This design comes from an exercise in tuning for small area and a short achievable clock period on the open sky130 flow, not from production work.
RTL that was checked went through simulation tests only; none was proved equivalent to the original.

v42:
## iir_biquad_filter
module iir_biquad_filter #(
  parameter int unsigned NB   = 10,
  parameter int unsigned NC   = 10,
  parameter int unsigned FRAC = 9
) (
  input  logic                 CLK,
  input  logic                 RST,
  input  logic signed [NB-1:0] DIN,
  input  logic                 VIN,
  input  logic                 COEF_WE,
  input  logic [2:0]           COEF_ADDR,
  input  logic signed [NC-1:0] COEF_DATA,
  input  logic                 COEF_COMMIT,
  input  logic                 FLUSH,
  input  logic                 BYPASS,
  input  logic                 CLR_SAT,
  output logic signed [NB-1:0] DOUT,
  output logic                 VOUT,
  output logic                 SAT
);
export LEC_CHECK = 0
export ABC_AREA = 1
export CAP_MARGIN = 20
export CORE_MARGIN = 2
export CORE_UTILIZATION = 40
export SETUP_SLACK_MARGIN = 4.5
export SLEW_MARGIN = 20
export SYNTH_HIERARCHICAL = 1
export SYNTH_MINIMUM_KEEP_SIZE = 0
create_clock -name core_clock -period 11.0 [get_ports {CLK}]
run.sh (not shown) runs the stock make flow with config.mk's settings and CLKGATE_MAP_FILE= SYNTH_SCRIPT=/design/flow/synth_recipe.tcl, a recipe that flattens the netlist after the stock synthesis.
v42 did not stop at any stage, and its layout met the timing, design-rule and antenna checks.
> inputs changed (v42 -> v46)
- setting PLACE_DENSITY to 0.85 for the first time
==> flow/flow/run.sh (new file) <==
#!/bin/bash
# Layout flow: the standard flow (standard.sh) with two changes: the
# ports are buffered with a plain buffer cell, and timing repair only resizes
# and swaps cells (no buffer insertion or gate cloning). Each step's full
# output goes to a log file of its own in the work folder.
set -euo pipefail
bash standard.sh synth > synth.log 2>&1
bash standard.sh "BUFFER_PORTS_ARGS=-buffer_cell sky130_fd_sc_hd__buf_2" \
  "SETUP_MOVE_SEQUENCE=unbuffer,sizeup,swap" finish > layout.log 2>&1
==> flow/standard.sh (new file) <==
#!/bin/bash
# synth_recipe.tcl (not shown) runs the flow's synth.tcl, then flattens the netlist and writes it again
# the make line also repeats each setting of config.mk as NAME=value (left out here)
make -C /OpenROAD-flow-scripts/flow DESIGN_CONFIG=/design/flow/config.mk WORK_HOME=/design/flow/orfs CLKGATE_MAP_FILE= SYNTH_SCRIPT=/design/flow/synth_recipe.tcl "${@:-finish}"
removed: flow/run.sh
--- outcome ---
Going from v42 to v46, mean number of vias per cell grows by about 4%. Changes observed in v46 relative to v42: final critical-path share of the clock period rose 2.6 points, final-layout non-clock buffer area share lost 3.6 points, via count higher. v46 vs v42: detailed-routed wire length on met2 down.
Modified inputs, v20 compared to v46
- swapping 4.5 for 4 in SETUP_SLACK_MARGIN
- clearing PLACE_DENSITY, which used to be 0.85
==> flow/flow/run.sh <==
#!/bin/bash
# Layout flow: the standard flow (standard.sh) with two changes: the
# ports are buffered with a plain buffer cell, and timing repair only resizes
# and swaps cells and inserts buffers, but does not clone gates. Each step's full
# output goes to a log file of its own in the work folder.
set -euo pipefail
bash standard.sh synth > synth.log 2>&1
bash standard.sh "BUFFER_PORTS_ARGS=-buffer_cell sky130_fd_sc_hd__buf_2" \
  "SETUP_MOVE_SEQUENCE=unbuffer,sizeup,swap,buffer" finish > layout.log 2>&1
Notes after the runs:
- For fraction of the cycle the final worst path needs, v46 and v20 come out practically identical.
- Density: v20 sparser than v46
- Between v46 and v20, the maximum clock frequency does not differ in any meaningful way.
- After detailed routing, v46 needs less wire than v20.
- Of the two values seen for end point of the critical path, pre_b_q[11] was produced by v20 and y1_q[0] by v46.
Inputs modified between v20 and v52:
- a change of SETUP_SLACK_MARGIN from 4 to 5
Findings:
- v52 closes out successfully: all stages finished, all timing, DRC and antenna checks passed.
- The endpoint required time on the critical path number comes out higher for v52 vs v20.
- Summary of v52 over v20: via count grew by 284, maximum clock frequency grew by about 6%, share of cell area taken by multi-input logic gates grew by 0.15 points.

---

iir_biquad_filter, a different RTL version from the one above (not shown whole).
Size in the first run: about 2000 cells after synthesis.
Settings: LEC_CHECK=0, ABC_AREA=1, CAP_MARGIN=20, CORE_MARGIN=2, CORE_UTILIZATION=40, SETUP_SLACK_MARGIN=3.5, SLEW_MARGIN=20, SYNTH_HIERARCHICAL=1, SYNTH_MINIMUM_KEEP_SIZE=0; clock period 11.0 ns.
standard.sh (not shown) runs the stock make flow with config.mk's settings and CLKGATE_MAP_FILE= SYNTH_SCRIPT=/design/flow/synth_recipe.tcl, a recipe that flattens the netlist after the stock synthesis.
==> flow/flow/run.sh <==
#!/bin/bash
# Layout flow: the standard flow (standard.sh) with two changes: the
# ports are buffered with a plain buffer cell, and timing repair only resizes
# and swaps cells (no buffer insertion or gate cloning). Each step's full
# output goes to a log file of its own in the work folder.
set -euo pipefail
bash standard.sh synth > synth.log 2>&1
bash standard.sh "BUFFER_PORTS_ARGS=-buffer_cell sky130_fd_sc_hd__buf_2" \
  "SETUP_MOVE_SEQUENCE=unbuffer,sizeup,swap" finish > layout.log 2>&1
Next try:
--- a/flow/config.mk
+++ b/flow/config.mk
@@ -11,3 +11,4 @@
 export CORE_UTILIZATION = 40
-export SETUP_SLACK_MARGIN = 3.5
+export PLACE_DENSITY = 0.75
+export SETUP_SLACK_MARGIN = 4.5
 export SLEW_MARGIN = 20
Result: The new run went through all stages and came out clean. Routed wire length fell by 2.5%. Cell area rose by 5.2%. Non-clock buffer count fell by 2. Count of clock-buffer cells in the layout stays the same. Worst setup slack improved by 0.58 ns. Hold slack improved by 0.010 ns. Cell count fell by 0.34%. Area after synthesis does not change. Global-route usage fell by 1.0 points.
Next try:
--- a/flow/config.mk
+++ b/flow/config.mk
@@ -12,3 +12,3 @@
 export PLACE_DENSITY = 0.75
-export SETUP_SLACK_MARGIN = 4.5
+export SETUP_SLACK_MARGIN = 4.2
 export SLEW_MARGIN = 20
The new run ran to the end with no violations.
Fmax decreases by about 3.7%.
Count of clock-buffer cells in the layout falls by 3.
Cell area shrinks by about 2.5%.
Die area stays the same.
Routed wire length is about the same.
Worst setup slack degrades by 0.25 ns.
Global-route usage climbs by 0.22 points.
First-iteration DRC count is lower by about 12%.
Core utilization decreases by 1.2 points.
Next try:
--- a/flow/config.mk
+++ b/flow/config.mk
@@ -11,4 +11,3 @@
 export CORE_UTILIZATION = 40
-export PLACE_DENSITY = 0.75
-export SETUP_SLACK_MARGIN = 4.2
+export SETUP_SLACK_MARGIN = 4.5
 export SLEW_MARGIN = 20
Result: The changed run completed without violations. Clock-buffer cell count rose by 4. Design area rose by 2.2%. Fmax rose by 3.3%. Global-route usage rose by 0.31 points. Worst setup slack is better by 0.22 ns. Routed wire length rose by 1.0%. Via count fell by 0.68%. Area after synthesis stays the same. Final cell count hardly moves. Non-clock buffer count rose by 2.
No run of this note included a check of the RTL's function; only the layout flow was run.

---

Another version of the RTL of iir_biquad_filter (not shown whole).
export LEC_CHECK = 0
export ABC_AREA = 1
export CAP_MARGIN = 20
export CORE_MARGIN = 2
export CORE_UTILIZATION = 40
export CTS_CLUSTER_SIZE = 40
export SETUP_SLACK_MARGIN = 4.5
export SLEW_MARGIN = 20
export SYNTH_HIERARCHICAL = 1
export SYNTH_MINIMUM_KEEP_SIZE = 0
create_clock -name core_clock -period 11.0 [get_ports {CLK}]
Scripts as last shown in full above: flow/flow/run.sh
The baseline produced a clean layout.
Edit:
==> flow/run.sh (new file) <==
#!/bin/bash
# synth_recipe.tcl (not shown) runs the flow's synth.tcl, then flattens the netlist and writes it again
# the make line also repeats each setting of config.mk as NAME=value (left out here)
make -C /OpenROAD-flow-scripts/flow DESIGN_CONFIG=/design/flow/config.mk WORK_HOME=/design/flow/orfs CLKGATE_MAP_FILE= SYNTH_SCRIPT=/design/flow/synth_recipe.tcl finish
- CTS_CLUSTER_SIZE: 40 -> unset
- SETUP_SLACK_MARGIN: 4.5 -> 5
removed: flow/flow/run.sh
removed: flow/standard.sh
Outcome: The changed run completed without violations; core utilization is higher by 7.8 points; sequential share of layout area decreases by 3.2 points; fmax went up by 8.0%; clock skew barely changes; non-clock buffer count climbs by 204; worst setup slack is better by 0.50 ns; final cell count rises by 8.0%; cell area increases by 17%; area after synthesis stays the same; count of clock-buffer cells in the layout does not change.
Edit:
- SETUP_SLACK_MARGIN: 5 -> unset
Synthesized cell count stays the same; flip-flop and latch count does not change; core utilization falls by 9.5 points.
Edit:
==> flow/flow/run.sh (new file) <==
#!/bin/bash
# Layout flow: the standard flow (standard.sh) with two changes: the
# ports are buffered with a plain buffer cell, and timing repair only resizes
# and swaps cells (no buffer insertion or gate cloning). Each step's full
# output goes to a log file of its own in the work folder.
set -euo pipefail
bash standard.sh synth > synth.log 2>&1
bash standard.sh "BUFFER_PORTS_ARGS=-buffer_cell sky130_fd_sc_hd__buf_2" \
  "SETUP_MOVE_SEQUENCE=unbuffer,sizeup,swap" finish > layout.log 2>&1
==> flow/standard.sh (new file) <==
#!/bin/bash
# synth_recipe.tcl (not shown) runs the flow's synth.tcl, then flattens the netlist and writes it again
# the make line also repeats each setting of config.mk as NAME=value (left out here)
make -C /OpenROAD-flow-scripts/flow DESIGN_CONFIG=/design/flow/config.mk WORK_HOME=/design/flow/orfs CLKGATE_MAP_FILE= SYNTH_SCRIPT=/design/flow/synth_recipe.tcl "${@:-finish}"
- SETUP_SLACK_MARGIN: unset -> 5
removed: flow/run.sh
The changed run completed with no timing, DRC or antenna violations.
Non-clock buffer count drops by 8.
Final area climbs by 6.6%.
Fmax climbs by 11%.
Via count climbs by 0.33%.
Routed wire length climbs by 0.82%.
Cell count stays flat.
Critical path depth drops by 1.
Worst setup slack is better by 0.77 ns.
Utilization climbs by 2.9 points.
Hold slack barely changes.

---

JK:
iir_biquad_filter again, from the RTL that the note above started with.
Settings: LEC_CHECK=0, ABC_AREA=1, CAP_MARGIN=20, CORE_MARGIN=2, CORE_UTILIZATION=40, SETUP_SLACK_MARGIN=4.5, SLEW_MARGIN=20, SYNTH_HIERARCHICAL=1, SYNTH_MINIMUM_KEEP_SIZE=0; clock period 11.0 ns.
==> flow/flow/run.sh <==
#!/bin/bash
# Layout flow: the standard flow (standard.sh) with two changes: the
# ports are buffered with a plain buffer cell, and timing repair only resizes
# and swaps cells (no buffer insertion or gate cloning). Each step's full
# output goes to a log file of its own in the work folder.
set -euo pipefail
bash standard.sh synth > synth.log 2>&1
bash standard.sh "BUFFER_PORTS_ARGS=-buffer_cell sky130_fd_sc_hd__buf_2" \
  "SETUP_MOVE_SEQUENCE=unbuffer,sizeup,swap" finish > layout.log 2>&1
Both conditions hold for JK: the flow ran to the end and the final layout passed the timing, design-rule and antenna checks.
Here is what was changed in the inputs of MS compared with JK.
==> flow/flow/run.sh <==
#!/bin/bash
# Layout flow: the standard flow (standard.sh) with three changes: the
# ports are buffered with a plain buffer cell, timing repair only resizes
# and swaps cells (no buffer insertion or gate cloning), and after global
# routing gates off the critical paths are sized down again. Each step's
# full output goes to a log file of its own in the work folder.
set -euo pipefail
bash standard.sh synth > synth.log 2>&1
bash standard.sh "BUFFER_PORTS_ARGS=-buffer_cell sky130_fd_sc_hd__buf_2" \
  "SETUP_MOVE_SEQUENCE=unbuffer,sizeup,swap" "RECOVER_POWER=100" finish > layout.log 2>&1
Notes after the runs:
Between JK and MS, the relative area of clock buffers and inverters in the final design does not differ in any meaningful way. MS -> stages 100% | layout checks FAIL | capacitance limit, slew limit. Cmp MS vs JK: maximum achievable frequency lower in MS. Via count of MS is on par with JK. From JK to MS, cell area after synthesis did not move at all. sky130_fd_sc_hd__fa_2 as the highest-delay cell along the critical path was reported by JK, and sky130_fd_sc_hd__nand2_1 by MS. The setup slack of MS is smaller than that of JK. Compared to JK, MS has share of cells above drive strength 1 3.9 points lower. For MS, the end point of the critical path was y1_q[3], unlike JK, where it was pre_b_q[12].
The following lists how AL was set up differently from MS:
- ABC_AREA: 1 -> 0
==> flow/run.sh (new file) <==
#!/bin/bash
# synth_recipe.tcl (not shown) runs the flow's synth.tcl, then flattens the netlist and writes it again
# the make line also repeats each setting of config.mk as NAME=value (left out here)
make -C /OpenROAD-flow-scripts/flow DESIGN_CONFIG=/design/flow/config.mk WORK_HOME=/design/flow/orfs CLKGATE_MAP_FILE= SYNTH_SCRIPT=/design/flow/synth_recipe.tcl finish
removed: flow/flow/run.sh
removed: flow/standard.sh
[summary]
AL was carried through to the last stage, and its layout satisfied the timing, design-rule and antenna checks. [AL] initial antenna violation count fell 1 relative to MS. Looking at final core utilization, AL sits 3.7 points higher than MS does. AL ended up with dout_q[2] as its endpoint of the worst setup timing path; MS ended up with y1_q[3]. Comparing AL and MS, post-synthesis to final-layout area growth is lower on MS. On area taken by flip-flops and latches, AL and MS are basically level. Delta (AL minus MS): count of input and output buffers about even, tapcell count fell about 1.3%.
The following lists how TR was set up differently from AL:
- ABC_AREA now 1, was 0
--- outcome ---
- Of the two values seen for startpoint of the most critical setup path, DIN[7] was produced by AL and DIN[6] by TR.
- Summary of TR over AL: delay of the slowest critical-path stage moved down, number of buffers other than clock buffers in the final layout moved up, effective utilization at floorplan moved down.
- From AL to TR the numbers moved as follows: fraction of area in multi-input gates -3.4 points.
For PW, these inputs were changed with respect to TR:
- swapping 40 for 55 in CORE_UTILIZATION
Results
Re detailed-route vias per instance: TR was lower than PW.
Wire length up 1.1% in PW wrt TR
PW against TR: clock skew went up 0.015 ns, critical path depth went down 1, clock period minus worst slack went up 0.063 ns.
Highest clock frequency the design can meet for PW is lower than for TR.
On placeable core region: between TR and PW, it ends up lower for PW.
Combined flip-flop and latch cell area: PW vs TR — no meaningful difference
On final area, TR and PW are neck and neck.

static timing again, ports no longer ideal:
How much do the figures lean on ideal ports? The routed layouts below were timed once more, with nothing changed but the port constraints. Step 1 assumes that a clkbuf_16 drives the clock port and a buf_2 every other input. Step 2 also shifts input and output timing later by t, the mid clock arrival at the registers, as if the neighbouring blocks saw the same clock. a / b / c = ideal / step 1 / step 2; a / b = the first two.
| run | t, ns | setup WS [ns] | worst hold slack (ns) | worst setup path at the end | clock arrival spread, ns |
|---|---|---|---|---|---|
| v42 | 0.606 | 4.528 / 4.558 / 3.952 | 0.479 / 0.479 / 0.479 | input to register | 0.022 / 0.022 |
| v46 | 0.577 | 4.238 / 4.249 / 3.671 | 0.477 / 0.477 / 0.477 | input to register | 0.015 / 0.015 |
| v20 | 0.585 | 4.249 / 4.274 / 3.689 | 0.479 / 0.479 / 0.479 | input to register | 0.014 / 0.015 |
| v52 | 0.604 | 4.651 / 4.649 / 4.045 | 0.468 / 0.468 / 0.468 | input to register | 0.034 / 0.034 |
| the first run of note 2 | 0.617 | 3.881 / 3.914 / 3.297 | 0.469 / 0.469 / 0.469 | input to register | 0.033 / 0.032 |
| the second run of note 2 | 0.601 | 4.460 / 4.462 / 3.861 | 0.479 / 0.479 / 0.479 | input to register | 0.027 / 0.027 |
| the third run of note 2 | 0.596 | 4.212 / 4.238 / 3.642 | 0.478 / 0.478 / 0.478 | input to register | 0.020 / 0.020 |
| the fourth run of note 2 | 0.617 | 4.431 / 4.433 / 3.816 | 0.471 / 0.471 / 0.471 | input to register | 0.022 / 0.022 |
| the first run of note 3 | 0.516 | 4.246 / 4.243 / 3.727 | 0.480 / 0.480 / 0.480 | input to register | 0.019 / 0.019 |
| the second run of note 3 | 0.518 | 4.746 / 4.735 / 4.217 | 0.483 / 0.483 / 0.483 | input to register | 0.018 / 0.018 |
| the third run of note 3 | 0.515 | 3.487 / 3.523 / 3.008 | 0.482 / 0.483 / 0.483 | input to register | 0.016 / 0.016 |
| the fourth run of note 3 | 0.510 | 4.261 / 4.264 / 3.754 | 0.484 / 0.484 / 0.484 | input to register | 0.014 / 0.014 |
| JK | 0.516 | 4.246 / 4.243 / 3.727 | 0.480 / 0.480 / 0.480 | input to register | 0.019 / 0.019 |
| MS | 0.516 | 2.401 / 2.412 / 1.896 | 0.484 / 0.484 / 0.484 | input to register | 0.019 / 0.019 |
| AL | 0.519 | 4.135 / 4.145 / 3.626 | 0.487 / 0.487 / 0.487 | input to register | 0.016 / 0.016 |
| TR | 0.528 | 4.630 / 4.628 / 4.101 | 0.487 / 0.487 / 0.487 | input to register | 0.019 / 0.019 |
| PW | 0.523 | 4.567 / 4.601 / 4.078 | 0.488 / 0.488 / 0.488 | input to register | 0.034 / 0.034 |
For the fourth run of note 2, which loses most, drivers alone change the setup slack by +0.002 ns; drivers and shift together by -0.615 ns.
